Background: an optimization exercise with open tools, aiming at small area, a short achievable clock period and few clock cycles per item. Do not read the settings as production practice.
RTL that was checked went through simulation tests only; none was proved equivalent to the original.
For runs 1 and 2, only the layout was checked, not whether the RTL still works.

==> design.v <==
package itbt_pkg;
   localparam int VALUE_WIDTH = 32;
   localparam int MAX_TRITS   = 21;
   localparam int QW = 34;
   localparam logic [QW-1:0] POW21 = 34'd10460353203;
   localparam logic signed [VALUE_WIDTH-1:0] HI = 32'sd1743392201;
   localparam logic signed [QW-1:0] B_POS_Z =  34'sd581130734;
   localparam logic signed [QW-1:0] B_NEG_Z = -34'sd581130734;
   localparam logic signed [QW-1:0] B_POS_P =  34'sd4067915135;
   localparam logic signed [QW-1:0] B_NEG_P =  34'sd2905653667;
   localparam logic signed [QW-1:0] B_POS_N = -34'sd2905653667;
   localparam logic signed [QW-1:0] B_NEG_N = -34'sd4067915135;
endpackage
import itbt_pkg::*;
module int_to_balanced_ternary_core (
   input  logic                                    clock,
   input  logic                                    reset,
   input  logic                                    start,
   output logic                                    busy,
   input  logic signed [itbt_pkg::VALUE_WIDTH-1:0] req_value,
   output logic                                    rsp_strobe,
   output logic signed [1:0]                       rsp_trit,
   output logic                                    rsp_last_trit
);
   logic signed [QW-1:0] q_ff;
   logic                 pos_ff;       
   logic                 neg_ff;       
   logic                 nz_ff;        
   logic [4:0]           j_ff;         
   logic                 busy_ff;      
   logic                 last_ff;      
   logic                 strobe_ff;    
   logic                 started_ff;   
   logic [QW-1:0]        q_next;
   logic [QW-1:0]        t_pos;
   logic [QW-1:0]        t_neg;
   logic                 pos_next;
   logic                 neg_next;
   logic                 in_pos;
   logic                 in_neg;
   logic                 load;
   function automatic logic ge_var(input logic [QW-1:0] a, input logic [QW-1:0] b);
      logic [63:0] gt;
      logic [63:0] eq;
      for (int i = 0; i < 64; i++) begin
         gt[i] = 1'b0;
         eq[i] = 1'b1;
      end
      for (int i = 0; i < QW - 1; i++) begin
         gt[i] = a[i] & ~b[i];
         eq[i] = a[i] | ~b[i];
      end
      gt[QW-1] = ~a[QW-1] & b[QW-1];
      eq[QW-1] = ~a[QW-1] | b[QW-1];
      for (int l = 0; l < 6; l++)
         for (int i = 0; i < 32; i++)
            if (i < (32 >> l)) begin
               gt[i] = gt[2*i+1] | (eq[2*i+1] & gt[2*i]);
               eq[i] = eq[2*i+1] & eq[2*i];
            end
      ge_var = gt[0] | eq[0];
   endfunction
   function automatic logic ge_chain(input logic [QW-1:0] a, input logic [QW-1:0] b);
      logic r;
      r = 1'b1;
      for (int i = 0; i < QW - 1; i++)
         r = (a[i] & ~b[i]) | ((a[i] | ~b[i]) & r);
      ge_chain = (~a[QW-1] & b[QW-1]) | ((~a[QW-1] | b[QW-1]) & r);
   endfunction
   always_comb begin
      logic [QW-1:0] x;
      logic [QW-1:0] s;
      logic [QW-1:0] c;
      logic [QW-1:0] b;
      logic [QW-1:0] p;
      logic [QW-1:0] gg;
      logic [QW-1:0] pp;
      logic [QW-1:0] kp;
      logic [QW-1:0] kn;
      kp = -POW21;
      kn = POW21;
      for (int i = 0; i < QW; i++)
         x[i] = (kp[i] & kn[i]) ? nz_ff : (kp[i] ? pos_ff : (kn[i] ? neg_ff : 1'b0));
      for (int i = 0; i < QW; i++) begin
         s[i] = q_ff[i] ^ (i > 0 ? q_ff[i-1] : 1'b0) ^ x[i];
         c[i] = (i > 0) ? ((q_ff[i] & q_ff[i-1]) | (q_ff[i] & x[i]) | (q_ff[i-1] & x[i])) : (q_ff[i] & x[i]);
      end
      b  = {c[QW-2:0], 1'b0};
      p  = s ^ b;
      gg = s & b;
      pp = p;
      for (int l = 0; (1 << l) < QW; l++)
         for (int i = 0; i < QW; i++)
            if (((i >> l) & 1) == 1) begin
               gg[i] = gg[i] | (pp[i] & gg[((i >> l) << l) - 1]);
               pp[i] = pp[i] & pp[((i >> l) << l) - 1];
            end
      for (int i = 0; i < QW; i++)
         q_next[i] = p[i] ^ (i > 0 ? gg[i-1] : 1'b0);
   end
   always_comb begin
      logic [QW-1:0] pp_;
      logic [QW-1:0] pn_;
      logic [QW-1:0] pz_;
      logic [QW-1:0] np_;
      logic [QW-1:0] nn_;
      logic [QW-1:0] nz_;
      pp_ = B_POS_P;
      pn_ = B_POS_N;
      pz_ = B_POS_Z;
      np_ = B_NEG_P;
      nn_ = B_NEG_N;
      nz_ = B_NEG_Z;
      for (int i = 0; i < QW; i++) begin
         t_pos[i] = (pp_[i] & pos_ff) | (pn_[i] & neg_ff) | (pz_[i] & ~nz_ff);
         t_neg[i] = (np_[i] & pos_ff) | (nn_[i] & neg_ff) | (nz_[i] & ~nz_ff);
      end
   end
   assign pos_next = ge_chain(q_ff, t_pos);
   assign neg_next = ge_chain(t_neg, q_ff);
   assign in_pos = ge_var(QW'(req_value), QW'(HI));
   assign in_neg = ge_var(-QW'(HI), QW'(req_value));
   assign load = start & ~busy_ff;
   always_ff @(posedge clock) begin
      if (reset) begin
         busy_ff   <= 1'b0;
         last_ff   <= 1'b0;
         strobe_ff <= 1'b0;
      end else if (load) begin
         busy_ff   <= 1'b1;
         last_ff   <= 1'b0;
         strobe_ff <= in_pos | in_neg;
      end else if (busy_ff) begin
         busy_ff   <= (j_ff != 5'd1);
         last_ff   <= (j_ff == 5'd1);
         strobe_ff <= started_ff | nz_ff | pos_next | neg_next | (j_ff == 5'd1);
      end else begin
         busy_ff   <= 1'b0;
         last_ff   <= 1'b0;
         strobe_ff <= 1'b0;
      end
   end
   always_ff @(posedge clock) begin
      if (load) begin
         q_ff       <= QW'(req_value);
         pos_ff     <= in_pos;
         neg_ff     <= in_neg;
         nz_ff      <= in_pos | in_neg;
         j_ff       <= 5'd20;
         started_ff <= 1'b0;
      end else begin
         q_ff       <= q_next;
         pos_ff     <= pos_next;
         neg_ff     <= neg_next;
         nz_ff      <= pos_next | neg_next;
         j_ff       <= j_ff - 5'd1;
         started_ff <= started_ff | nz_ff;
      end
   end
   assign busy          = busy_ff;
   assign rsp_strobe    = strobe_ff;
   assign rsp_trit      = {neg_ff, nz_ff};
   assign rsp_last_trit = last_ff;
endmodule
==> flow/run.sh <==
#!/bin/bash
# Standard layout, with four changes: adders are left to ABC instead of being mapped to
# full/half adder cells, ABC's area script maps with plain "map" (flow/abc_area.script),
# the port buffers are the smallest buffer, and the clock tree uses small clock buffers
# without dummy loads.
set -euo pipefail
rm -rf scripts
cp -r "$FLOW_HOME/scripts" scripts
cp flow/abc_area.script scripts/abc_area.script
bash standard.sh ADDER_MAP_FILE= SCRIPTS_DIR="$PWD/scripts" \
   "BUFFER_PORTS_ARGS=-buffer_cell sky130_fd_sc_hd__buf_1" \
   "CTS_ARGS=-sink_clustering_enable -repair_clock_nets -dont_use_dummy_load -buf_list {sky130_fd_sc_hd__clkbuf_2 sky130_fd_sc_hd__clkbuf_4 sky130_fd_sc_hd__clkbuf_8} -root_buf sky130_fd_sc_hd__clkbuf_8" \
   finish > standard_flow.log 2>&1
==> flow/abc_area.script <==
strash
dch
map
topo
stime -c
buffer -c
upsize -c
dnsize -c
==> standard.sh <==
#!/bin/bash
# synth_recipe.tcl (not shown) runs the flow's synth.tcl, then flattens the netlist and writes it again
# the make line also repeats each setting of config.mk as NAME=value (left out here)
make -C /OpenROAD-flow-scripts/flow DESIGN_CONFIG=/design/flow/config.mk WORK_HOME=/design/flow/orfs CLKGATE_MAP_FILE= SYNTH_SCRIPT=/design/flow/synth_recipe.tcl "${@:-finish}"
==> config.mk <==
export PLATFORM = sky130hd
export DESIGN_NAME = int_to_balanced_ternary_core
export DESIGN_NICKNAME = int_to_balanced_ternary_core
export VERILOG_FILES = /design/flow/design.v
export SDC_FILE = /design/flow/constraint.sdc
export NUM_CORES = 4
export LEC_CHECK = 0
export ABC_AREA = 1
export CAP_MARGIN = 20
export CORE_MARGIN = 2
export CORE_UTILIZATION = 65
export PLACE_DENSITY = 0.8
export SETUP_SLACK_MARGIN = 5
export SLEW_MARGIN = 20
==> constraint.sdc <==
create_clock -name core_clock -period 8.5 [get_ports {clock}]
set_input_delay 1.7000 -clock core_clock [delete_from_list [all_inputs] [get_ports {clock}]]
set_output_delay 1.7000 -clock core_clock [all_outputs]
set_load 0.01 [all_outputs]
==> impl_metrics.tcl, run 1 <==
set metrics [dict create \
    worst_ep_arrival_time_ps 3490 \
    seq_area_frac_synth_pct 20.2 \
    critical_path_peak_fanout 28 \
    drt_wl_total_um 11200 \
    design.portCount 40 \
    drt-initial-drc-count 338 \
    die_area_sq_um 7710 \
    routed_wire_length_per_instance_um 12.8 \
    floorplan.die.height_um 87.8 \
    root_buffer_cell "sky130_fd_sc_hd__clkbuf_8" \
    final_layout_size_suffix_gt1_share_pct 6.17 \
    netlist-cell-type-count 60 \
    timing.hold.worst.start "started_ff" \
    global_route_wire_length_before_repair_um 19100 \
    crit_slowest_cell "sky130_fd_sc_hd__dfxtp_4" \
    worst_min_delay_path_endpoint "started_ff" \
    worst-setup-path-type "reg2reg" \
    cell_count_after_synthesis 756 \
    max_slew_margin_pct 55.5 \
    largest_register_ff_count 34 \
    rsz0062_at_grt "yes" \
    final.min_clock_period_ps 3280 \
    tritoncts.num_buffers 5 \
    area_delta_synth_final_pct 5.34 \
    crit_path_start_kind "flop" \
    drc 0 \
    tritoncts "done" \
    post_drt_via_cell_ratio 5.65 \
    cpLargestDelayFamily "compound AO/OA/AOI/OAI gates" \
    clock_insertion_delay_worst_skew_ps 320 \
    ys_top_cells_by_area "sky130_fd_sc_hd__dfxtp_1 20%, sky130_fd_sc_hd__nand2_1 12%, sky130_fd_sc_hd__nor2_1 11%, sky130_fd_sc_hd__a21oi_1 7.0%, sky130_fd_sc_hd__xor2_1 6.7%" \
    regToRegStartpoint "pos_ff" \
    start_util_pct 67.2 \
    core_sq_um 6790 \
    timing_worst_slew_pin_value_ps 665 \
    grtUsageTotal_pct 30.0 \
    grt_max_degree 37 \
    numnets_final 815 \
    reg2regPathDepth 17 \
    drtPass1Iterations 5 \
    setup_viol 0 \
    gp_routability_congestion 0.933 \
    dp.final_hpwl_um 8540 \
    rr_endpoint "q_ff[33]" \
    netlist_area_sq_um 4570 \
    grt_pass1_vias 4616 \
    max_clock_freq_ghz 0.305 \
    timing_hold_violations_final 0 \
    synth-seq-cells 46 \
    report.final.slew_viol_count 0 \
    number_of_rows_in_the_core_area 30 \
    overall_via_count_from_detail_route 4940 \
    status "timing/DRC/antenna clean" \
    postSynthAreaPerCell_sq_um 6.04 \
    ctsHtreeMaxLevel 2 \
    min_path_type "reg2reg" \
    critPathMostFrequentCell "sky130_fd_sc_hd__nor2_1" \
    critPathBufInv 1 \
    crit_chain "inv_6 -> a21oi_1 -> a21oi_1 -> nor2_1 -> or2_1 -> nand2_1 -> nor2_1 -> a211oi_1 -> o221ai_2 -> nor2_4 -> o221ai_4 -> a21oi_4 -> nor2_4 -> o22ai_2 -> nor2_1 -> o21ai_0 -> a31oi_1" \
    horizontal_extent_of_the_die_um 87.8 \
    netlist.top_cell.by_area "sky130_fd_sc_hd__dfxtp_1" \
    antenna_cells_inserted 0 \
    timing.critical_path.to_type "flop" \
    regs_by_ff_count "q_ff: 34 flops, j_ff: 5 flops" \
    critPathRequiredTime_ps 8700 \
    place.port_buffers 39 \
    number_of_antenna_violations_at_the_first_check_in_global_routing 0 \
    yosys_warnings 1 \
    timing.clock.skew_ps 25.6 \
    clock_sink_count 46 \
    grt_overflow_total 0 \
    tns_setup_ps 0 \
    top_register "q_ff" \
    finish.utilization_pct 70.8 \
    route.antenna.remaining_nets 0 \
    netlist.area_leader.share_pct 20.2 \
    max_cap_violations 0 \
    cts.path.max_buffers 2 \
    clk_pin_slew_worst_paths_ps 100 \
    timing.reg2reg.setup_slack_ps 5220 \
    synth_fp_nets 791 \
    critical_path.max_stage_delay_ps 450 \
    finalCritPeriodShare_pct 38.6 \
    hold-path-cell-count 2 \
]
-- tightest hold or removal path, stage by stage, from the launching register on --
cell,delay (ps)
sky130_fd_sc_hd__dfxtp_1,310
sky130_fd_sc_hd__inv_1,60
sky130_fd_sc_hd__a21oi_1,60
-- worst max-delay path by stage --
stage,start,to,slack (ps),depth (start not counted)
global placement,neg_ff,q_ff[33],4710,17
detailed placement,neg_ff,q_ff[33],4490,16
CTS,nz_ff,q_ff[33],5010,19
global route,pos_ff,pos_ff,4970,15
finish,pos_ff,q_ff[33],5220,17
floorplan,nz_ff,q_ff[33],5780,20
-- synth_stat cells, drive strengths merged --
cell,number
a31oi,5
o21ai,69
clkbuf,9
maj3,1
buf,15
a21oi,67
a221oi,2
o22ai,20
o2111ai,2
and3,2
a22oi,11
and2,8
nor3b,1
o211ai,3
or2,7
a211oi,2
dfxtp,46
nand2,146
o2bb2ai,2
a41oi,1
nor2,138
xnor2,19
nand4,2
and2b,1
a21boi,1
xor2,36
o311ai,1
o221ai,4
nor4,2
o21a,5
nand3b,1
nor3,12
o21bai,9
nand3,11
o31ai,4
inv,91
-- area by class of cell --
class | count | area [sq um]
timing repair buffer | 41 | 165
multi-input combinational | 595 | 3180
inverter | 91 | 349
sequential | 46 | 930
tap | 96 | 120
fill | 636 | 1980
clock buffer | 5 | 68.8
-- per-stage QoR --
stage	worst slack, ps	std cells	area (sq um)	hold WS [ps]
detailed placement	4490	868	4720	443
finish	5220	874	4810	467
floorplan	5780	756	4570	426
global placement	4710	868	4720	435
global route	4970	874	4810	499
CTS	5010	873	4790	464
-- timing repair --
action	4_1_cts	5_1_grt
hold buffers	0	0
buffers inserted	0	1
cloned	0	0
gates resized for setup	3	4
endpoints found under the hold margin	0	0
endpoints found under the setup margin	22	14
pin swaps	0	0
-- per-layer routing --
| layer | vias to the layer above | track usage (%) | part of all wire (%) |
|---|---|---|---|
| li1 | 2539 | - | - |
| met1 | 2225 | 37.2 | 45 |
| met2 | 152 | 52.2 | 47 |
| met3 | 24 | 3.96 | 4.9 |
| met4 | 0 | 12.6 | 2.6 |
| met5 | - | 0 | 0 |
-- cell usage in the layout, fill, tap and decap left out, types with 9 or more instances in the layout --
master / count
sky130_fd_sc_hd__nand3_1: 11
sky130_fd_sc_hd__o21ai_0: 60
sky130_fd_sc_hd__dfxtp_1: 43
sky130_fd_sc_hd__nand2_1: 144
sky130_fd_sc_hd__o22ai_1: 18
sky130_fd_sc_hd__inv_1: 80
sky130_fd_sc_hd__a21oi_1: 64
sky130_fd_sc_hd__xnor2_1: 19
sky130_fd_sc_hd__inv_2: 9
sky130_fd_sc_hd__xor2_1: 35
sky130_fd_sc_hd__a22oi_1: 11
sky130_fd_sc_hd__nor2_1: 130
sky130_fd_sc_hd__nor3_1: 10
sky130_fd_sc_hd__buf_1: 39
-- cells by family after synthesis --
family	share of synthesized area (%)
xor gates and xnor gates	10.7
and+or+nand+nor	30.3
AOI/OAI and AO/OA	28.1
DFF	20.2
buffers and inverters	10.5
adders and majority gates	0.219
==> inputs of run 2 (changes only) <==
--- a/design.v
+++ b/design.v
@@ -118,8 +118,8 @@
    end
    assign pos_next = ge_chain(q_ff, t_pos);
    assign neg_next = ge_chain(t_neg, q_ff);
-   assign in_pos = ge_var(QW'(req_value), QW'(HI));
-   assign in_neg = ge_var(-QW'(HI), QW'(req_value));
+   assign in_pos = ge_var({{(QW-VALUE_WIDTH){req_value[VALUE_WIDTH-1]}}, req_value}, {{(QW-VALUE_WIDTH){HI[VALUE_WIDTH-1]}}, HI});
+   assign in_neg = ge_var(-{{(QW-VALUE_WIDTH){HI[VALUE_WIDTH-1]}}, HI}, {{(QW-VALUE_WIDTH){req_value[VALUE_WIDTH-1]}}, req_value});
    assign load = start & ~busy_ff;
    always_ff @(posedge clock) begin
       if (reset) begin
@@ -142,7 +142,7 @@
    end
    always_ff @(posedge clock) begin
       if (load) begin
-         q_ff       <= QW'(req_value);
+         q_ff       <= {{(QW-VALUE_WIDTH){req_value[VALUE_WIDTH-1]}}, req_value};
          pos_ff     <= in_pos;
          neg_ff     <= in_neg;
          nz_ff      <= in_pos | in_neg;
--- a/config.mk
+++ b/config.mk
@@ -8,7 +8,6 @@
 export ABC_AREA = 1
 export CAP_MARGIN = 20
 export CORE_MARGIN = 2
-export CORE_UTILIZATION = 65
-export PLACE_DENSITY = 0.8
+export CORE_UTILIZATION = 40
 export SETUP_SLACK_MARGIN = 5
 export SLEW_MARGIN = 20
==> run 2 against run 1 <==
Still clean; non-clock buffer count up 7; maximum frequency fell by 0.22%; register-to-register slack about the same; count of clock-buffer cells in the layout is the same; core utilization shrank 26 points; final cell count grew 8.1%; highest routed layer unchanged.
==> impl_metrics.tcl, run 2 <==
set metrics [dict create \
    crit_path_start "neg_ff" \
    routed_wire_length_per_instance_um 13.0 \
    finish.utilization_pct 44.7 \
    synth_fp_nets 809 \
    dp.final_hpwl_um 9300 \
    status "timing/DRC/antenna clean" \
    root_buffer_cell "sky130_fd_sc_hd__clkbuf_8" \
    most_frequently_used_cell_type_in_the_post_synthesis_netlist "sky130_fd_sc_hd__nand2_1" \
    regs_by_ff_count "q_ff: 34 flops, j_ff: 5 flops" \
    antenna_cells_inserted 0 \
    placement.cell_area_sq_um 4880 \
    dominantRegCellSynth "sky130_fd_sc_hd__dfxtp_1" \
    tns_setup_ps 0 \
    overall_via_count_from_detail_route 4947 \
    start_util_pct 41.0 \
    grtUsageTotal_pct 19.8 \
    timing_worst_slew_pin_value_ps 503 \
    drt_wl_total_um 12300 \
    global_route_wire_length_before_repair_um 20600 \
    max_cap_violations 0 \
    critPathRequiredTime_ps 8730 \
    finish.cell_count_without_fillers 945 \
    critPathMostFrequentCell "sky130_fd_sc_hd__nand2_1" \
    route.antenna.remaining_nets 0 \
    timing_hold_violations_final 0 \
    most_frequent_cells_in_the_layout "140 x sky130_fd_sc_hd__nand2_1, 133 x sky130_fd_sc_hd__nor2_1, 86 x sky130_fd_sc_hd__inv_1, 66 x sky130_fd_sc_hd__o21ai_0, 56 x sky130_fd_sc_hd__a21oi_1" \
    numnets_final 839 \
    instance_count_after_placement_with_tap_cells_included 934 \
    floorplan.die.height_um 112 \
    synth-seq-cells 46 \
    layout_commonest_cell "sky130_fd_sc_hd__nand2_1" \
    tritoncts.num_buffers 5 \
    clock_insertion_delay_worst_skew_ps 340 \
    drt-initial-drc-count 263 \
    gp_routability_congestion 0.877 \
    crit_slowest_cell "sky130_fd_sc_hd__dfxtp_4" \
    drc 0 \
    netlist.top_cell.by_area "sky130_fd_sc_hd__dfxtp_1" \
    timing.critical_path.to_type "flop" \
    crit_cells 20 \
    largest_register_ff_count 34 \
    clock_sink_count 46 \
    crit_chain "buf_6 -> inv_6 -> nand2_1 -> nand2_1 -> o21ai_0 -> o21ai_1 -> nand2_1 -> o21a_1 -> nor4_4 -> a311oi_4 -> nor3_4 -> nor2_2 -> o21ai_4 -> a31oi_2 -> o21bai_2 -> inv_2 -> o21ai_2 -> nand2_2 -> a21oi_2 -> o22ai_2" \
    yosys.area_share.xor_xnor_pct 9.70 \
    post_drt_via_cell_ratio 5.23 \
    core_sq_um 11400 \
    stdcell_area_sq_um 5100 \
    rr_endpoint "q_ff[33]" \
    grt_max_degree 68 \
    drtPass1Iterations 5 \
    timing.clock.skew_ps 27.3 \
    seq_area_frac_synth_pct 19.7 \
    horizontal_extent_of_the_die_um 112 \
    netlist-cell-type-count 56 \
    rsz0062_at_grt "yes" \
    cpLargestDelayFamily "compound AO/OA/AOI/OAI gates" \
    cell_count_after_synthesis 774 \
    timing.reg2reg.setup_slack_ps 5210 \
    worst-setup-path-type "reg2reg" \
    ys_top_cells_by_area "sky130_fd_sc_hd__dfxtp_1 20%, sky130_fd_sc_hd__nand2_1 11%, sky130_fd_sc_hd__nor2_1 11%, sky130_fd_sc_hd__o21ai_0 7.1%, sky130_fd_sc_hd__inv_1 6.9%" \
    max_clock_freq_ghz 0.304 \
    asyncSetResetFlopFracSynth_pct 0 \
    tritoncts "done" \
    reg2regPathDepth 20 \
    endpoint "q_ff[33]" \
    yosys.area_share.adder_pct 0 \
    netlist_area_sq_um 4680 \
    final_layout_size_suffix_gt1_share_pct 9.60 \
    yosys-top-cells-count "140 x sky130_fd_sc_hd__nand2_1, 135 x sky130_fd_sc_hd__nor2_1, 86 x sky130_fd_sc_hd__inv_1" \
    number_of_rows_in_the_core_area 39 \
    die_area_sq_um 12600 \
    muxShareOfSynthArea_pct 0 \
    grt_overflow_total 0 \
    yosys.area_share.simple_pct 30.9 \
    synth_top_family_by_area "simple AND/OR/NAND/NOR gates" \
    min_path_type "reg2reg" \
    critical_path_peak_fanout 31 \
    final.min_clock_period_ps 3290 \
    place.port_buffers 39 \
    number_of_antenna_violations_at_the_first_check_in_global_routing 0 \
    cts.path.max_buffers 2 \
    crit_path_start_kind "flop" \
    clk_pin_slew_worst_paths_ps 110 \
    yosys_warnings 1 \
    number_of_enable_flip_flop_cells_after_synthesis 0 \
    worst_ep_arrival_time_ps 3520 \
    netlist.area_leader.share_pct 19.7 \
    max_slew_margin_pct 66.4 \
    critical_path.max_stage_delay_ps 360 \
    postSynthAreaPerCell_sq_um 6.05 \
    top_register "q_ff" \
    ctsHtreeMaxLevel 2 \
    report.final.slew_viol_count 0 \
    finalCritPeriodShare_pct 38.7 \
    synth-compound-area-share_pct 28.6 \
    critPathBufInv 3 \
    area_delta_synth_final_pct 8.97 \
    grt_pass1_vias 4577 \
    design.portCount 40 \
    setup_viol 0 \
    regToRegStartpoint "neg_ff" \
]
## run 2: cell count changes after synthesis, sizes merged, moves of 3 or more
cell,previous run,this run
xnor2,19,15
nor2,138,143
a21oi,67,61
o21ai,69,79
o22ai,20,24
inv,91,97
nor4,2,5
nand3,11,14
## run 2: metal layers
| layer | vias up | part of all wire, % | GRT usage, % |
|---|---|---|---|
| met4 | 0 | 0.94 | 5.28 |
| met5 | - | 0 | 0 |
| met1 | 2247 | 50 | 26.0 |
| li1 | 2613 | - | - |
| met3 | 9 | 4.1 | 3.89 |
| met2 | 78 | 45 | 33.4 |
## run 2: layout make-up
type / count / area, sq um
clock buffers: 5 / 68.8
fillers: 1240 / 6310
inverters: 97 / 372
multi-input cells: 606 / 3330
flip-flops and latches: 46 / 930
well taps: 143 / 179
repair buffers: 48 / 225
## run 2: how the worst min path moves through the flow
stage,startpoint,slack (ps),cells past startpoint,end
after floorplan,j_ff[0],430,1,j_ff[0]
after global placement,j_ff[0],430,1,j_ff[0]
after detailed placement,j_ff[0],450,1,j_ff[0]
after CTS,j_ff[0],480,1,j_ff[0]
after global routing,j_ff[0],490,1,j_ff[0]
final,j_ff[0],470,1,j_ff[0]
## run 2: kinds of logic after synthesis
kind of cell,Yosys count
buf+inv,122
compound gates,215
flops,46
simple gates,340
xor+xnor,51
## run 2: timing repair
action / 4_1_cts / 5_1_grt
pin swaps: 0 / 1
gates resized for setup: 14 / 12
buffers inserted: 0 / 6
endpoints found under the setup margin: 24 / 14
hold buffers: 0 / 0
## run 2: stage by stage
step                hold slack (ps)  worst slack [ps]
finish                          470              5210
global route                    493              4930
CTS                             476              5020
detailed placement              449              4120
global placement                435              4070
floorplan                       426              5530
==> inputs of run 3 (changes only) <==
--- a/design.v
+++ b/design.v
@@ -28,7 +28,6 @@
    logic                 nz_ff;        
    logic [4:0]           j_ff;         
    logic                 busy_ff;      
-   logic                 last_ff;      
    logic                 strobe_ff;    
    logic                 started_ff;   
    logic [QW-1:0]        q_next;
@@ -124,19 +123,15 @@
    always_ff @(posedge clock) begin
       if (reset) begin
          busy_ff   <= 1'b0;
-         last_ff   <= 1'b0;
          strobe_ff <= 1'b0;
       end else if (load) begin
          busy_ff   <= 1'b1;
-         last_ff   <= 1'b0;
          strobe_ff <= in_pos | in_neg;
       end else if (busy_ff) begin
          busy_ff   <= (j_ff != 5'd1);
-         last_ff   <= (j_ff == 5'd1);
          strobe_ff <= started_ff | nz_ff | pos_next | neg_next | (j_ff == 5'd1);
       end else begin
          busy_ff   <= 1'b0;
-         last_ff   <= 1'b0;
          strobe_ff <= 1'b0;
       end
    end
@@ -160,5 +155,5 @@
    assign busy          = busy_ff;
    assign rsp_strobe    = strobe_ff;
    assign rsp_trit      = {neg_ff, nz_ff};
-   assign rsp_last_trit = last_ff;
+   assign rsp_last_trit = (j_ff == 5'd0);
 endmodule
==> flow/abc_area.script (replaced) <==
strash
dch -f
map
topo
stime -c
buffer -c
upsize -c
dnsize -c
==> run 3 against run 2 <==
Highest routed layer unchanged; synthesized cell count rose by 11%; sequential cell count fell by 1; critical path depth fell by 13; critical endpoint is now strobe_ff; worst hold slack barely moved.
==> impl_metrics.tcl, run 3 <==
set metrics [dict create \
    status "timing/DRC/antenna clean" \
    report.final.slew_viol_count 0 \
    layout_commonest_cell "sky130_fd_sc_hd__nor2_1" \
    number_of_antenna_violations_at_the_first_check_in_global_routing 0 \
    clock_sink_count 45 \
    critical_path_peak_fanout 3 \
    overall_via_count_from_detail_route 5378 \
    ys_top_cells_by_area "sky130_fd_sc_hd__dfxtp_1 19%, sky130_fd_sc_hd__nor2_1 15%, sky130_fd_sc_hd__nand2_1 9.8%, sky130_fd_sc_hd__inv_1 9.4%, sky130_fd_sc_hd__a21oi_1 9.4%" \
    tritoncts "done" \
    max_cap_violations 0 \
    placement.setup.worst_slack_ps 4880 \
    asyncSetResetFlopFracSynth_pct 0 \
    synth_fp_nets 892 \
    start_util_pct 40.7 \
    grt_pass1_vias 4815 \
    cell_count_after_synthesis 857 \
    timing_hold_violations_final 0 \
    dp.final_hpwl_um 10400 \
    drt_wl_total_um 13500 \
    clk_pin_slew_worst_paths_ps 110 \
    crit_path_start_kind "primary input" \
    critPathRequiredTime_ps 8730 \
    root_buffer_cell "sky130_fd_sc_hd__clkbuf_8" \
    postSynthAreaPerCell_sq_um 5.68 \
    ctsHtreeMaxLevel 2 \
    drtPass1Iterations 5 \
    finalCritPeriodShare_pct 38.9 \
    tritoncts.num_buffers 5 \
    min_path_type "reg2reg" \
    global_route_wire_length_before_repair_um 22600 \
    place.port_buffers 39 \
    netlist.top_cell.by_area "sky130_fd_sc_hd__dfxtp_1" \
    route.antenna.remaining_nets 0 \
    largest_register_ff_count 34 \
    grt_overflow_total 0 \
    timing.critical_path.to_type "flop" \
    design.portCount 40 \
    cts.path.max_buffers 2 \
    yosys-top-cells-count "190 x sky130_fd_sc_hd__nor2_1, 127 x sky130_fd_sc_hd__nand2_1, 122 x sky130_fd_sc_hd__inv_1" \
    netlist.area_leader.share_pct 18.5 \
    floorplan.die.height_um 114 \
    worst_ep_arrival_time_ps 3540 \
    most_frequent_cells_in_the_layout "188 x sky130_fd_sc_hd__nor2_1, 127 x sky130_fd_sc_hd__nand2_1, 122 x sky130_fd_sc_hd__inv_1, 91 x sky130_fd_sc_hd__a21oi_1, 48 x sky130_fd_sc_hd__o21ai_0" \
    max_clock_freq_ghz 0.302 \
    top_register "q_ff" \
    routed_wire_length_per_instance_um 13.2 \
    grt_max_degree 40 \
    numnets_final 916 \
    cts_setup_buffers 0 \
    final.min_clock_period_ps 3310 \
    max_slew_margin_pct 42.4 \
    die_area_sq_um 13100 \
    area_delta_synth_final_pct 6.35 \
    netlist-cell-type-count 51 \
    most_frequently_used_cell_type_in_the_post_synthesis_netlist "sky130_fd_sc_hd__nor2_1" \
    timing.clock.skew_ps 26.1 \
    dominantRegCellSynth "sky130_fd_sc_hd__dfxtp_1" \
    post_drt_via_cell_ratio 5.24 \
    setup_ws_ps 5190 \
    tns_setup_ps 0 \
    clock_insertion_delay_worst_skew_ps 330 \
    rsz0062_at_grt "no" \
    yosys_warnings 1 \
    final_layout_size_suffix_gt1_share_pct 5.46 \
    number_of_enable_flip_flop_cells_after_synthesis 0 \
    antenna_cells_inserted 0 \
    grtUsageTotal_pct 21.5 \
    timing_worst_slew_pin_value_ps 842 \
    seq_area_frac_synth_pct 18.5 \
    core_sq_um 12000 \
    worst-setup-path-type "in2reg" \
    regs_by_ff_count "q_ff: 34 flops, j_ff: 5 flops" \
    synth-seq-cells 45 \
    setup_viol 0 \
    number_of_rows_in_the_core_area 40 \
    horizontal_extent_of_the_die_um 114 \
    gp_routability_congestion 0.876 \
    drc 0 \
    netlist_area_sq_um 4860 \
    drt-initial-drc-count 314 \
]
==> run 3: cell types whose count changed after synthesis, sizes merged, moves of 6 or more <==
cell and change:
nand2 -15, a31oi +14, a21oi +33, xor2 -7, inv +29, nand3 +10
xnor2 -10, nor2 +54, nand4 +6, o21ai -19
==> run 3: area by class of cell <==
type	instances	area, sq um
repair buffers	43	180
multi-input cells	660	3360
clock buffers	5	68.8
fillers	1340	6790
flip-flops and latches	45	905
well taps	147	184
inverters	126	480
==> run 3: worst max-delay path: stages <==
cell                        delay, ps
sky130_fd_sc_hd__buf_1            100
sky130_fd_sc_hd__nor4_1           460
sky130_fd_sc_hd__a31oi_1          160
sky130_fd_sc_hd__a2111oi_0        690
sky130_fd_sc_hd__o31ai_1          170
sky130_fd_sc_hd__a41oi_1          190
sky130_fd_sc_hd__a21oi_1           90
==> run 3: kinds of logic after synthesis <==
| group | share of synthesized area (%) |
|---|---|
| buf+inv | 12.8 |
| xor+xnor | 6.28 |
| simple gates | 33.2 |
| flops | 18.5 |
| compound gates | 29.2 |
==> run 3: final timing paths <==
check | from | to | slack [ps] | depth (start not counted)
max | req_value[15] | strobe_ff | 5190 | 7
min | j_ff[0] | j_ff[0] | 470 | 1
max reg2reg | neg_ff | q_ff[29] | 5300 | 19
min reg2reg | j_ff[0] | j_ff[0] | 470 | 1
==> run 3: metal layers <==
layer,wire (um),global-route usage (%),vias to the layer above
li1,-,-,2874
met1,6870,29.6,2376
met2,5920,35.4,114
met3,522,2.65,14
met4,214,5.69,0
met5,0,0,-
==> run 3: timing repair <==
item / 4_1_cts / 5_1_grt
hold buffers: 0 / 0
gates resized for setup: 3 / 8
setup endpoints to repair: 3 / 19
==> run 3: per-stage QoR <==
stage               hold WS [ps]  cell area (sq um)  instances  util [%]
floorplan                    426               4860        857         -
global placement             447               5070       1021      42.4
detailed placement           450               5070       1021      42.4
global route                 494               5170       1026      43.3
finish                       470               5170       1026      43.3
CTS                          470               5150       1026      43.1
Testbench counts of run 3, summed over its fixed seeds: cycles 50,408, conversions 2,400.
==> inputs of run 4 (changes only) <==
==> flow/abc_area.script (replaced) <==
strash
dch
map
topo
stime -c
buffer -c
upsize -c
dnsize -c
==> run 4 against run 3 <==
Critical endpoint unchanged; setup slack improved by 44 ps; final area down 4.1%; worst hold slack gained 7.5 ps; synthesized cell count fell by 11%; first-iteration DRC count decreased by 0.64%; sequential cell count unchanged; critical path depth rose by 3; critical path type unchanged; count of clock-buffer cells in the layout did not move; wire length down 9.4%; final cell count decreased by 9.8%.
==> impl_metrics.tcl, run 4 <==
set metrics [dict create \
    netlist-cell-type-count 55 \
    most_frequent_cells_in_the_layout "152 x sky130_fd_sc_hd__nand2_1, 124 x sky130_fd_sc_hd__nor2_1, 80 x sky130_fd_sc_hd__inv_1, 66 x sky130_fd_sc_hd__a21oi_1, 59 x sky130_fd_sc_hd__o21ai_0" \
    numnets_final 822 \
    placement.setup.worst_slack_ps 4310 \
    area_delta_synth_final_pct 9.10 \
    status "timing/DRC/antenna clean" \
    drt-initial-drc-count 312 \
    finish.utilization_pct 45.2 \
    grt_overflow_total 0 \
    worst-setup-path-type "in2reg" \
    grtUsageTotal_pct 20.0 \
    netlist_area_sq_um 4550 \
    final_layout_size_suffix_gt1_share_pct 8.03 \
    core_sq_um 11000 \
    worst_ep_arrival_time_ps 3530 \
    clock_insertion_delay_worst_skew_ps 330 \
    tritoncts.num_buffers 5 \
    final-seq-area_sq_um 907 \
    cts_setup_buffers 0 \
    synth-seq-cells 45 \
    timing_worst_slew_pin_value_ps 593 \
    cts.path.max_buffers 2 \
    final.min_clock_period_ps 3270 \
    clk_pin_slew_worst_paths_ps 110 \
    hold-path-cell-count 2 \
    crit_slowest_cell "sky130_fd_sc_hd__a2111oi_4" \
    dominantRegCellSynth "sky130_fd_sc_hd__dfxtp_1" \
    die_area_sq_um 12200 \
    asyncSetResetFlopFracSynth_pct 0 \
    number_of_antenna_violations_at_the_first_check_in_global_routing 0 \
    number_of_rows_in_the_core_area 38 \
    grt.met2_usage_pct 34.3 \
    postSynthAreaPerCell_sq_um 5.98 \
    yosys_warnings 1 \
    overall_via_count_from_detail_route 4889 \
    crit_path_start_kind "primary input" \
    most_frequently_used_cell_type_in_the_post_synthesis_netlist "sky130_fd_sc_hd__nand2_1" \
    clock_sink_count 45 \
    setup_viol 0 \
    grt_pass1_vias 4638 \
    grt_busiest_layer "met2" \
    rr_endpoint "q_ff[33]" \
    timing.clock.skew_ps 36.4 \
    instance_count_after_placement_with_tap_cells_included 919 \
    grt_max_degree 68 \
    gp_routability_congestion 0.858 \
    reg2regPathDepth 19 \
    max_cap_violations 0 \
    netlist.area_leader.share_pct 19.8 \
    horizontal_extent_of_the_die_um 111 \
    use_met1_pct 26.3 \
    rsz0062_at_grt "yes" \
    post_cts_hold_buffer_count 0 \
    regToRegStartpoint "pos_ff" \
    grt_use_met3_pct 2.80 \
    worst_min_delay_path_endpoint "started_ff" \
    min_path_type "reg2reg" \
    finalCritPeriodShare_pct 38.4 \
    top_register "q_ff" \
    timing.hold.worst.start "started_ff" \
    seq_area_frac_synth_pct 19.8 \
    root_buffer_cell "sky130_fd_sc_hd__clkbuf_8" \
    hold-worst-slack_ps 477 \
    area_of_the_multi_input_gates_sq_um 3250 \
    synth_fp_nets 796 \
    finish.cell_count_without_fillers 925 \
    start_util_pct 41.4 \
    netlist.top_cell.by_area "sky130_fd_sc_hd__dfxtp_1" \
    cell_count_after_synthesis 761 \
    tritoncts "done" \
    critical_path_peak_fanout 3 \
    max_clock_freq_ghz 0.306 \
    max_slew_margin_pct 60.4 \
    ys_top_cells_by_area "sky130_fd_sc_hd__dfxtp_1 20%, sky130_fd_sc_hd__nand2_1 13%, sky130_fd_sc_hd__nor2_1 10%, sky130_fd_sc_hd__a21oi_1 7.3%, sky130_fd_sc_hd__xor2_1 7.1%" \
    ctsHtreeMaxLevel 2 \
    drt_wl_total_um 12300 \
    global_route_wire_length_before_repair_um 20900 \
    crit_chain "buf_1 -> o31ai_1 -> nand2_1 -> a41oi_2 -> o211ai_1 -> nand3_1 -> a2111oi_4 -> o31ai_2 -> and2_1 -> a21oi_1" \
    report.final.slew_viol_count 0 \
    regs_by_ff_count "q_ff: 34 flops, j_ff: 5 flops" \
    routed_wire_length_per_instance_um 13.3 \
    timing_hold_violations_final 0 \
    drtPass1Iterations 5 \
    number_of_enable_flip_flop_cells_after_synthesis 0 \
    yosys-top-cells-count "153 x sky130_fd_sc_hd__nand2_1, 127 x sky130_fd_sc_hd__nor2_1, 80 x sky130_fd_sc_hd__inv_1" \
    critPathRequiredTime_ps 8770 \
    largest_register_ff_count 34 \
    critical_path.max_stage_delay_ps 410 \
    design.portCount 40 \
    layout_commonest_cell "sky130_fd_sc_hd__nand2_1" \
    setup_ws_ps 5230 \
    drc 0 \
    dp.final_hpwl_um 9260 \
    timing.critical_path.to_type "flop" \
    stdcell_area_sq_um 4960 \
    place.port_buffers 39 \
    placement.cell_area_sq_um 4760 \
    timing.reg2reg.setup_slack_ps 5230 \
    fillers 1178 \
    tns_setup_ps 0 \
    route.antenna.remaining_nets 0 \
    floorplan.die.height_um 111 \
    post_drt_via_cell_ratio 5.29 \
    antenna_cells_inserted 0 \
]
## run 4: what timing repair did
item | in CTS | in global routing
setup endpoints to repair | 5 | 16
pin swaps | 0 | 1
gates cloned | 0 | 1
resized for setup | 8 | 20
## run 4: layout make-up
type / count / share of cell area (%)
clock buffer: 5 / 1.39
tap: 140 / 3.53
multi-input combinational: 603 / 65.4
sequential: 45 / 18.3
timing repair buffer: 43 / 4.23
inverter: 89 / 7.13
## run 4: cells by family (layout without fill, tap and decap cells)
| logic type | count (synthesis) | in the layout | share of synthesized area [%] |
|---|---|---|---|
| simple gates | 338 | 338 | 30.8 |
| buf+inv | 113 | 137 | 10.5 |
| compound gates | 208 | 208 | 27.4 |
| flops | 45 | 45 | 19.8 |
| xor+xnor | 57 | 57 | 11.5 |
## run 4: layer usage
metal  vias up  share of wire (%)
met5         -                  0
met4         0               0.86
met3        12                3.9
met2       105                 47
met1      2207                 48
li1       2565                  -
## run 4: worst max path at each step
stage                  from         to  slack (ps)  depth (start not counted)
4_1_cts              pos_ff     pos_ff        5020                         15
3_3_place_gp   req_value[3]  strobe_ff        4280                         10
5_1_grt              pos_ff   q_ff[33]        4970                         19
2_1_floorplan  req_value[2]  strobe_ff        5560                          9
6_report       req_value[3]  strobe_ff        5230                         10
3_5_place_dp   req_value[3]  strobe_ff        4310                         10
## run 4: critical path: cells and delay by family
kind | cells | cell delay (ps)
simple gates | 3 | 480
buf+inv | 1 | 120
compound gates | 6 | 1230
==> inputs of run 5 (changes only) <==
==> flow/abc_area.script (replaced) <==
&get -n
&st
&dch
&nf
&put
topo
stime -c
buffer -c
upsize -c
dnsize -c
==> run 5 against run 4 <==
Still clean on timing, DRC and antenna; first-iteration DRC count is 48% lower; setup slack got worse by 760 ps; register-to-register slack lost 760 ps; wire length is 1.2% lower; largest cell class unchanged.
==> impl_metrics.tcl, run 5 <==
set metrics [dict create \
    setup_viol 0 \
    top_register "q_ff" \
    seq_area_frac_synth_pct 19.7 \
    root_buffer_cell "sky130_fd_sc_hd__clkbuf_8" \
    floorplan.die.height_um 111 \
    setup_ws_ps 4470 \
    route.antenna.remaining_nets 0 \
    synth_fp_nets 679 \
    tritoncts "done" \
    drt_wl_total_um 12100 \
    timing.clock.skew_ps 18.3 \
    grt_overflow_total 0 \
    global_route_wire_length_before_repair_um 20500 \
    clock_sink_count 45 \
    max_slew_margin_pct 60.0 \
    grt_busiest_layer "met2" \
    critical_path.max_stage_delay_ps 440 \
    most_frequently_used_cell_type_in_the_post_synthesis_netlist "sky130_fd_sc_hd__nor2_1" \
    crit_chain "buf_12 -> maj3_2 -> o21ai_4 -> xor2_4 -> a22oi_2 -> o211ai_2 -> a21o_4 -> a41o_4 -> a221oi_4 -> o21bai_4 -> a41oi_4 -> or4_4 -> or3_4 -> a21oi_4 -> a21oi_2 -> o21ai_2 -> maj3_2 -> xnor2_1 -> a21oi_1" \
    grt_use_met3_pct 2.73 \
    die_area_sq_um 12300 \
    start_util_pct 40.6 \
    max_cap_violations 0 \
    numnets_final 719 \
    dominantRegCellSynth "sky130_fd_sc_hd__dfxtp_1" \
    regs_by_ff_count "q_ff: 34 flops, j_ff: 5 flops" \
    synth-seq-cells 45 \
    number_of_rows_in_the_core_area 39 \
    worst-setup-path-type "reg2reg" \
    grt_max_degree 57 \
    largest_register_ff_count 34 \
    timing.critical_path.to_type "flop" \
    gp_routability_congestion 0.850 \
    place.port_buffers 39 \
    use_met1_pct 26.5 \
    finalCritPeriodShare_pct 47.4 \
    netlist-cell-type-count 69 \
    drtPass1Iterations 4 \
    post_drt_via_cell_ratio 5.56 \
    worst_ep_arrival_time_ps 4220 \
    tns_setup_ps 0 \
    most_frequent_cells_in_the_layout "73 x sky130_fd_sc_hd__nor2_1, 56 x sky130_fd_sc_hd__a21oi_1, 53 x sky130_fd_sc_hd__nand2_1, 52 x sky130_fd_sc_hd__xnor2_1, 42 x sky130_fd_sc_hd__buf_4" \
    grt_pass1_vias 4333 \
    routed_wire_length_per_instance_um 14.7 \
    layout_commonest_cell "sky130_fd_sc_hd__nor2_1" \
    crit_path_start_kind "flop" \
    antenna_cells_inserted 0 \
    drt-initial-drc-count 162 \
    drc 0 \
    yosys-top-cells-count "76 x sky130_fd_sc_hd__nor2_1, 57 x sky130_fd_sc_hd__a21oi_1, 56 x sky130_fd_sc_hd__xnor2_1" \
    rsz0062_at_grt "yes" \
    number_of_enable_flip_flop_cells_after_synthesis 0 \
    horizontal_extent_of_the_die_um 111 \
    design.portCount 40 \
    status "timing/DRC/antenna clean" \
    dp.final_hpwl_um 8070 \
    yosys_warnings 1 \
    placement.setup.worst_slack_ps 3880 \
    ys_top_cells_by_area "sky130_fd_sc_hd__dfxtp_1 20%, sky130_fd_sc_hd__xnor2_1 11%, sky130_fd_sc_hd__a21oi_1 6.2%, sky130_fd_sc_hd__nor2_1 6.2%, sky130_fd_sc_hd__nand2_1 4.4%" \
    final_layout_size_suffix_gt1_share_pct 16.7 \
    netlist.top_cell.by_area "sky130_fd_sc_hd__dfxtp_1" \
    critPathMostFrequentCell "sky130_fd_sc_hd__maj3_2" \
    report.final.slew_viol_count 0 \
    min_path_type "reg2reg" \
    timing_worst_slew_pin_value_ps 601 \
    timing_hold_violations_final 0 \
    area_delta_synth_final_pct 17.7 \
    netlist_area_sq_um 4580 \
    number_of_antenna_violations_at_the_first_check_in_global_routing 0 \
    tritoncts.num_buffers 5 \
    clock_insertion_delay_worst_skew_ps 330 \
    netlist.area_leader.share_pct 19.7 \
    core_sq_um 11300 \
    postSynthAreaPerCell_sq_um 7.11 \
    cts.path.max_buffers 2 \
    overall_via_count_from_detail_route 4591 \
    clk_pin_slew_worst_paths_ps 90 \
    crit_slowest_cell "sky130_fd_sc_hd__or4_4" \
    grt.met2_usage_pct 33.1 \
    max_clock_freq_ghz 0.248 \
    cell_count_after_synthesis 644 \
    grtUsageTotal_pct 19.9 \
    critPathRequiredTime_ps 8700 \
    critical_path_peak_fanout 10 \
    final.min_clock_period_ps 4030 \
    asyncSetResetFlopFracSynth_pct 0 \
    ctsHtreeMaxLevel 2 \
]
## run 5: changes by cell type after synthesis, moves of 11 or more
cell / delta
sky130_fd_sc_hd__clkbuf_1: +28
sky130_fd_sc_hd__inv_1: -67
sky130_fd_sc_hd__maj3_1: +19
sky130_fd_sc_hd__nand2_1: -99
sky130_fd_sc_hd__nand2b_1: +11
sky130_fd_sc_hd__nor2_1: -51
sky130_fd_sc_hd__nor2b_1: +19
sky130_fd_sc_hd__nor3_1: +21
sky130_fd_sc_hd__o21a_1: +11
sky130_fd_sc_hd__o21ai_0: -32
sky130_fd_sc_hd__xnor2_1: +39
sky130_fd_sc_hd__xor2_1: -16
## run 5: metal layers
metal  part of all wire [%]  wire length (um)  vias up
li1                       -                 -     2334
met2                     47              5750       82
met4                    2.2               262        0
met3                    3.0               366       18
met1                     47              5740     2157
met5                      0                 0        -
## run 5: path summary, 6_finish.rpt
| kind | from | to | slack (ps) | depth (start not counted) |
|---|---|---|---|---|
| min reg2reg | started_ff | started_ff | 480 | 2 |
| min | started_ff | started_ff | 480 | 2 |
| max | neg_ff | q_ff[33] | 4470 | 19 |
| max reg2reg | neg_ff | q_ff[33] | 4470 | 19 |
## run 5: logic make-up (layout without fill, tap and decap cells)
| group | after synthesis | in the layout | share of synthesized area [%] |
|---|---|---|---|
| adder cells (fa/ha/maj) | 25 | 25 | 5.63 |
| XOR/XNOR | 81 | 81 | 16.1 |
| AO/OA/AOI/OAI | 186 | 186 | 27.2 |
| AND/OR/NAND/NOR | 239 | 239 | 24.8 |
| flip-flops | 45 | 45 | 19.7 |
| buffers and inverters | 68 | 106 | 6.58 |
## run 5: final cells by class
class / instances / area (sq um)
tap: 143 / 179
sequential: 45 / 911
clock buffer: 5 / 68.8
inverter: 13 / 52.6
timing repair buffer: 88 / 622
multi-input combinational: 531 / 3560
fill: 1136 / 5880
## run 5: critical path: cells and delay by family (launching register included)
family | cells | cell delay, ps
buf+inv | 1 | 150
fa+ha+maj | 2 | 550
compound gates | 12 | 1680
simple gates | 2 | 800
xor+xnor | 2 | 320
flops | 1 | 380
## run 5: what timing repair did
action,CTS,global route
gates cloned,3,0
endpoints found under the setup margin,21,17
hold buffers,0,0
setup buffers,31,12
pin swaps,25,28
resized for setup,25,16
## run 5: through the flow
stage	hold WS, ps	std cells	instance area (sq um)	utilization (%)
2_1_floorplan	422	644	4660	-
3_3_place_gp	449	774	4730	42.0
3_5_place_dp	452	774	4730	42.0
4_1_cts	475	813	5230	46.4
5_1_grt	522	825	5390	47.8
6_report	476	825	5390	47.8
==> inputs of run 6 (changes only) <==
--- a/design.v
+++ b/design.v
@@ -107,16 +107,16 @@
       pp_ = B_POS_P;
       pn_ = B_POS_N;
       pz_ = B_POS_Z;
-      np_ = B_NEG_P;
-      nn_ = B_NEG_N;
-      nz_ = B_NEG_Z;
+      np_ = B_NEG_P + 1'b1;
+      nn_ = B_NEG_N + 1'b1;
+      nz_ = B_NEG_Z + 1'b1;
       for (int i = 0; i < QW; i++) begin
          t_pos[i] = (pp_[i] & pos_ff) | (pn_[i] & neg_ff) | (pz_[i] & ~nz_ff);
          t_neg[i] = (np_[i] & pos_ff) | (nn_[i] & neg_ff) | (nz_[i] & ~nz_ff);
       end
    end
    assign pos_next = ge_chain(q_ff, t_pos);
-   assign neg_next = ge_chain(t_neg, q_ff);
+   assign neg_next = ~ge_chain(q_ff, t_neg);
    assign in_pos = ge_var({{(QW-VALUE_WIDTH){req_value[VALUE_WIDTH-1]}}, req_value}, {{(QW-VALUE_WIDTH){HI[VALUE_WIDTH-1]}}, HI});
    assign in_neg = ge_var(-{{(QW-VALUE_WIDTH){HI[VALUE_WIDTH-1]}}, HI}, {{(QW-VALUE_WIDTH){req_value[VALUE_WIDTH-1]}}, req_value});
    assign load = start & ~busy_ff;
==> flow/abc_area.script (replaced) <==
strash
dch
map
topo
stime -c
buffer -c
upsize -c
dnsize -c
==> run 6 against run 5 <==
Still clean on timing, DRC and antenna; final area shrank 7.1%; sequential cell count is the same; global-route usage grew 0.74 points; non-clock buffer count fell by 44; highest routed layer unchanged.
==> impl_metrics.tcl, run 6 <==
set metrics [dict create \
    largest_register_ff_count 34 \
    clock_sink_count 45 \
    start_util_pct 41.0 \
    design.portCount 40 \
    root_buffer_cell "sky130_fd_sc_hd__clkbuf_8" \
    dp.final_hpwl_um 9910 \
    overall_via_count_from_detail_route 4972 \
    drt-initial-drc-count 234 \
    hold-worst-slack_ps 468 \
    timing.reg2reg.setup_slack_ps 5300 \
    cell_count_after_synthesis 796 \
    numnets_final 861 \
    crit_path_start_kind "flop" \
    asyncSetResetFlopFracSynth_pct 0 \
    regToRegStartpoint "pos_ff" \
    antenna_cells_inserted 0 \
    yosys_warnings 1 \
    seq_area_frac_synth_pct 19.2 \
    netlist.top_cell.by_area "sky130_fd_sc_hd__dfxtp_1" \
    rr_endpoint "q_ff[33]" \
    tritoncts "done" \
    dominantRegCellSynth "sky130_fd_sc_hd__dfxtp_1" \
    netlist_area_sq_um 4680 \
    grt_pass1_vias 4531 \
    placement.setup.worst_slack_ps 4660 \
    grtUsageTotal_pct 20.6 \
    ctsHtreeMaxLevel 2 \
    most_frequent_cells_in_the_layout "168 x sky130_fd_sc_hd__nand2_1, 147 x sky130_fd_sc_hd__nor2_1, 100 x sky130_fd_sc_hd__inv_1, 64 x sky130_fd_sc_hd__o21ai_0, 55 x sky130_fd_sc_hd__a21oi_1" \
    critical_path_peak_fanout 18 \
    netlist.area_leader.share_pct 19.2 \
    final_layout_size_suffix_gt1_share_pct 6.92 \
    synth-seq-cells 45 \
    routed_wire_length_per_instance_um 13.2 \
    postSynthAreaPerCell_sq_um 5.88 \
    synth_fp_nets 831 \
    clock_insertion_delay_worst_skew_ps 340 \
    number_of_rows_in_the_core_area 39 \
    finalCritPeriodShare_pct 37.7 \
    critPathRequiredTime_ps 8730 \
    number_of_antenna_violations_at_the_first_check_in_global_routing 0 \
    finish.utilization_pct 43.9 \
    fillers 1277 \
    gp_routability_congestion 0.905 \
    die_area_sq_um 12600 \
    timing_worst_slew_pin_value_ps 595 \
    reg2regPathDepth 22 \
    timing.critical_path.to_type "flop" \
    rsz0062_at_grt "no" \
    timing.clock.skew_ps 31.0 \
    top_register "q_ff" \
    max_slew_margin_pct 60.3 \
    floorplan.die.height_um 112 \
    crit_slowest_cell "sky130_fd_sc_hd__dfxtp_4" \
    tritoncts.num_buffers 5 \
    timing.hold.worst.start "j_ff[3]" \
    post_drt_via_cell_ratio 5.14 \
    place.port_buffers 39 \
    setup_viol 0 \
    status "timing/DRC/antenna clean" \
    grt_overflow_total 0 \
    number_of_enable_flip_flop_cells_after_synthesis 0 \
    clk_pin_slew_worst_paths_ps 100 \
    regs_by_ff_count "q_ff: 34 flops, j_ff: 5 flops" \
    layout_commonest_cell "sky130_fd_sc_hd__nand2_1" \
    netlist-cell-type-count 51 \
    final.min_clock_period_ps 3200 \
    yosys-top-cells-count "168 x sky130_fd_sc_hd__nand2_1, 148 x sky130_fd_sc_hd__nor2_1, 100 x sky130_fd_sc_hd__inv_1" \
    max_cap_violations 0 \
    drt_wl_total_um 12800 \
    hold-path-cell-count 2 \
    horizontal_extent_of_the_die_um 112 \
    most_frequently_used_cell_type_in_the_post_synthesis_netlist "sky130_fd_sc_hd__nand2_1" \
    drtPass1Iterations 5 \
    ys_top_cells_by_area "sky130_fd_sc_hd__dfxtp_1 19%, sky130_fd_sc_hd__nand2_1 13%, sky130_fd_sc_hd__nor2_1 12%, sky130_fd_sc_hd__inv_1 8.0%, sky130_fd_sc_hd__xor2_1 7.3%" \
    grt_max_degree 64 \
    max_clock_freq_ghz 0.312 \
    worst_ep_arrival_time_ps 3440 \
    tns_setup_ps 0 \
    worst-setup-path-type "reg2reg" \
    route.antenna.remaining_nets 0 \
    cts.path.max_buffers 2 \
    critical_path.max_stage_delay_ps 370 \
    core_sq_um 11400 \
    critPathMostFrequentCell "sky130_fd_sc_hd__nand2_2" \
    timing_hold_violations_final 0 \
    area_delta_synth_final_pct 7.00 \
    worst_min_delay_path_endpoint "j_ff[3]" \
    report.final.slew_viol_count 0 \
    global_route_wire_length_before_repair_um 21300 \
    min_path_type "reg2reg" \
    drc 0 \
    setup_ws_ps 5300 \
    crit_chain "buf_4 -> inv_4 -> nand2_1 -> nand2_2 -> xor2_2 -> nor2_1 -> nor2_4 -> inv_2 -> nor2_4 -> nand4_1 -> o2111ai_2 -> nand3_2 -> nand2_2 -> nand2_2 -> a21oi_4 -> nand2_2 -> nand2_2 -> nand3_2 -> a31oi_2 -> nand2_2 -> a21oi_1 -> o21ai_1" \
]
## run 6: cell types whose count changed after synthesis, moves of 18 or more
| cell | before | now |
|---|---|---|
| sky130_fd_sc_hd__nor3_1 | 27 | 8 |
| sky130_fd_sc_hd__xnor2_1 | 56 | 16 |
| sky130_fd_sc_hd__nand2_1 | 54 | 168 |
| sky130_fd_sc_hd__xor2_1 | 21 | 39 |
| sky130_fd_sc_hd__o21ai_0 | 28 | 65 |
| sky130_fd_sc_hd__maj3_1 | 19 | 1 |
| sky130_fd_sc_hd__inv_1 | 13 | 100 |
| sky130_fd_sc_hd__clkbuf_1 | 37 | 9 |
| sky130_fd_sc_hd__nor2_1 | 76 | 148 |
| sky130_fd_sc_hd__nor2b_1 | 19 | 0 |
## run 6: critical path: cells and delay by family, from the launching register on
kind | cells | cell delay [ps]
AO/OA/AOI/OAI | 5 | 790
flip-flops | 1 | 370
buffers and inverters | 3 | 450
XOR/XNOR | 1 | 170
AND/OR/NAND/NOR | 13 | 1300
## run 6: timing repair
action	in CTS	in global routing
endpoints found under the setup margin	20	7
gates resized for setup	4	5
buffers inserted	0	2
hold buffers	0	0
## run 6: worst max path at each step
stage                             from        end  slack (ps)
final                           pos_ff   q_ff[33]        5300
after detailed placement        pos_ff   q_ff[33]        4660
after global routing            neg_ff   q_ff[33]        5020
after global placement          pos_ff   q_ff[33]        4800
after CTS                       pos_ff   q_ff[33]        5080
after floorplan           req_value[8]  strobe_ff        5820
## run 6: through the flow
| stage | instances | instance area, sq um |
|---|---|---|
| detailed placement | 960 | 4910 |
| global placement | 960 | 4910 |
| CTS | 965 | 4990 |
| floorplan | 796 | 4680 |
| global route | 967 | 5010 |
| finish | 967 | 5010 |
## run 6: cells by family (layout without fill, tap and decap cells)
logic type | count (synthesis) | after routing | synth area share [%]
compound gates | 191 | 191 | 24.1
xor+xnor | 58 | 58 | 11.3
fa+ha+maj | 2 | 2 | 0.454
buf+inv | 126 | 154 | 11.2
flops | 45 | 45 | 19.2
simple gates | 374 | 374 | 33.6
## run 6: layout make-up
cell class | count | area (sq um) | share of cell area, %
clock buffer | 5 | 68.8 | 1.37
inverter | 105 | 402 | 8.02
multi-input combinational | 625 | 3260 | 65.2
sequential | 45 | 912 | 18.2
tap | 143 | 179 | 3.57
timing repair buffer | 44 | 184 | 3.67
## run 6: metal layers
metal / global-route usage (%) / part of all wire [%]
met1: 28.7 / 50
met2: 33.3 / 44
met3: 3.46 / 4.0
met4: 5.37 / 1.5
met5: 0 / 0
Testbench counts of run 6, summed over its fixed seeds: cycles 50,408, conversions 2,400.
==> inputs of run 7 (changes only) <==
--- a/flow/run.sh
+++ b/flow/run.sh
@@ -10,4 +10,4 @@
 bash standard.sh ADDER_MAP_FILE= SCRIPTS_DIR="$PWD/scripts" \
    "BUFFER_PORTS_ARGS=-buffer_cell sky130_fd_sc_hd__buf_1" \
    "CTS_ARGS=-sink_clustering_enable -repair_clock_nets -dont_use_dummy_load -buf_list {sky130_fd_sc_hd__clkbuf_2 sky130_fd_sc_hd__clkbuf_4 sky130_fd_sc_hd__clkbuf_8} -root_buf sky130_fd_sc_hd__clkbuf_8" \
-   finish > standard_flow.log 2>&1
+   SETUP_SLACK_MARGIN=5.5 finish > standard_flow.log 2>&1
==> run 7 against run 6 <==
First-iteration DRC count is 15% higher; wire length is 4.5% higher; worst hold slack worse by 1.4 ps; final cell count is 2.7% higher; non-clock buffer count is 26 higher; synthesized cell count stayed put.
==> impl_metrics.tcl, run 7 <==
set metrics [dict create \
    number_of_antenna_violations_at_the_first_check_in_global_routing 0 \
    top_register "q_ff" \
    asyncSetResetFlopFracSynth_pct 0 \
    place.port_buffers 39 \
    gp_routability_congestion 0.905 \
    most_frequently_used_cell_type_in_the_post_synthesis_netlist "sky130_fd_sc_hd__nand2_1" \
    critPathMostFrequentCell "sky130_fd_sc_hd__a21oi_1" \
    max_cap_violations 0 \
    crit_slowest_cell "sky130_fd_sc_hd__nor3_1" \
    route.antenna.remaining_nets 0 \
    yosys.area_share.simple_pct 33.6 \
    worst-setup-path-type "in2reg" \
    tns_setup_ps 0 \
    stdcell_area_sq_um 5480 \
    global_route_wire_length_before_repair_um 21400 \
    routed_wire_length_per_instance_um 13.4 \
    status "timing/DRC/antenna clean" \
    muxShareOfSynthArea_pct 0 \
    synth-compound-area-share_pct 24.1 \
    yosys.area_share.xor_xnor_pct 11.3 \
    clock_sink_count 45 \
    report.final.slew_viol_count 0 \
    final.min_clock_period_ps 3020 \
    root_buffer_cell "sky130_fd_sc_hd__clkbuf_8" \
    core_sq_um 11400 \
    timing_hold_violations_final 0 \
    timing.critical_path.to_type "flop" \
    drt_wl_total_um 13300 \
    design.portCount 40 \
    rsz0062_at_grt "yes" \
    ys_top_cells_by_area "sky130_fd_sc_hd__dfxtp_1 19%, sky130_fd_sc_hd__nand2_1 13%, sky130_fd_sc_hd__nor2_1 12%, sky130_fd_sc_hd__inv_1 8.0%, sky130_fd_sc_hd__xor2_1 7.3%" \
    hold-path-cell-count 2 \
    final_layout_size_suffix_gt1_share_pct 14.6 \
    horizontal_extent_of_the_die_um 112 \
    placement.cell_area_sq_um 4910 \
    synth_fp_nets 831 \
    setup_viol 0 \
    critical_path_peak_fanout 2 \
    ctsHtreeMaxLevel 2 \
    min_path_type "reg2reg" \
    post_drt_via_cell_ratio 5.14 \
    netlist-cell-type-count 51 \
    reg2regPathDepth 20 \
    drtPass1Iterations 5 \
    grt_pass1_vias 4583 \
    yosys_warnings 1 \
    cell_count_after_synthesis 796 \
    finalCritPeriodShare_pct 35.6 \
    clock_insertion_delay_worst_skew_ps 340 \
    drt-initial-drc-count 269 \
    netlist.area_leader.share_pct 19.2 \
    netlist_area_sq_um 4680 \
    yosys-top-cells-count "168 x sky130_fd_sc_hd__nand2_1, 148 x sky130_fd_sc_hd__nor2_1, 100 x sky130_fd_sc_hd__inv_1" \
    crit_chain "buf_1 -> inv_1 -> nor3_1 -> o31ai_2 -> a21oi_1 -> o211ai_1 -> a22oi_1 -> a21oi_1" \
    layout_commonest_cell "sky130_fd_sc_hd__nand2_1" \
    cts.path.max_buffers 2 \
    netlist.top_cell.by_area "sky130_fd_sc_hd__dfxtp_1" \
    start_util_pct 41.0 \
    floorplan.die.height_um 112 \
    max_slew_margin_pct 60.3 \
    drc 0 \
]
run 7: cell counts after synthesis:
Identical to the previous run, type by type.
run 7: worst paths after layout:
path                     to           from
hold / removal      j_ff[3]        j_ff[3]
setup / recovery  strobe_ff  req_value[16]
hold reg to reg     j_ff[3]        j_ff[3]
setup reg to reg  strobe_ff         neg_ff
run 7: kinds of logic after synthesis:
logic type | Yosys count
DFF | 45
adders and majority gates | 2
buffers and inverters | 126
AOI/OAI and AO/OA | 191
xor gates and xnor gates | 58
and+or+nand+nor | 374
run 7: layout make-up:
class / instances / area (sq um)
clock buffer: 5 / 68.8
fill: 1229 / 5940
inverter: 105 / 420
multi-input combinational: 625 / 3430
sequential: 45 / 928
tap: 143 / 179
timing repair buffer: 70 / 459
run 7: per-stage QoR:
| stage | utilization (%) | instances | hold slack (ps) | setup slack [ps] |
|---|---|---|---|---|
| floorplan | - | 796 | 426 | 5820 |
| global placement | 43.0 | 960 | 443 | 4800 |
| detailed placement | 43.0 | 960 | 452 | 4660 |
| CTS | 44.5 | 971 | 476 | 5500 |
| global route | 48.0 | 993 | 503 | 5250 |
| finish | 48.0 | 993 | 466 | 5480 |
run 7: worst reg2reg max path, delay by kind of cell (launching register included):
family | cells | cell delay [ps]
buffers and inverters | 1 | 150
and+or+nand+nor | 4 | 460
AOI/OAI and AO/OA | 15 | 1880
DFF | 1 | 410
run 7: layer usage:
metal / GRT usage [%] / share of wire (%) / wire length (um) / up-vias
li1: - / - / - / 2685
met1: 28.8 / 48 / 6400 / 2306
met2: 33.6 / 46 / 6090 / 102
met3: 3.46 / 5.1 / 683 / 11
met4: 5.77 / 1.2 / 165 / 0
met5: 0 / 0 / 0 / -
run 7: repair_timing:
action                     in CTS  in global routing
setup endpoints to repair      32                 28
gates cloned                    0                  1
pin swaps                       1                 34
hold buffers                    0                  0
buffers inserted                6                 21
resized for setup              16                 66

-- port drivers added, routing unchanged --
The results above use ideal ports. As a check the final layouts listed here were re-extracted and re-timed, cells and wires unchanged.
Step 1 (the two cells are an assumption about what drives the block):
set clk [get_ports {clock}]
set_driving_cell -lib_cell sky130_fd_sc_hd__clkbuf_16 $clk
set_driving_cell -lib_cell sky130_fd_sc_hd__buf_2 [delete_from_list [all_inputs] $clk]
Step 2 also shifts input and output timing later by t, the mid clock arrival at the registers, as if the neighbouring blocks saw the same clock.
Slacks: ideal / step 1 / step 2; pairs: ideal / step 1.
run	shift t [ns]	slack for setup (ns)	worst setup path after step 2	clock arrival spread, ns	pins driven straight from the clock port
run 1	0.337	5.217 / 5.217 / 5.217	register to register	0.025 / 0.025	1
run 2	0.362	5.210 / 5.210 / 4.901	input to register	0.027 / 0.027	1
run 3	0.353	5.191 / 5.202 / 4.849	input to register	0.026 / 0.026	1
run 4	0.343	5.235 / 5.244 / 4.902	input to register	0.037 / 0.037	1
run 5	0.352	4.473 / 4.473 / 4.473	register to register	0.018 / 0.018	1
run 6	0.356	5.296 / 5.296 / 5.132	input to register	0.031 / 0.031	1
run 7	0.359	5.477 / 5.479 / 5.120	input to register	0.030 / 0.031	1
After both steps every run listed still meets setup and hold. For run 7, which loses most, drivers alone change the setup slack by +0.002 ns; drivers and shift together by -0.357 ns.
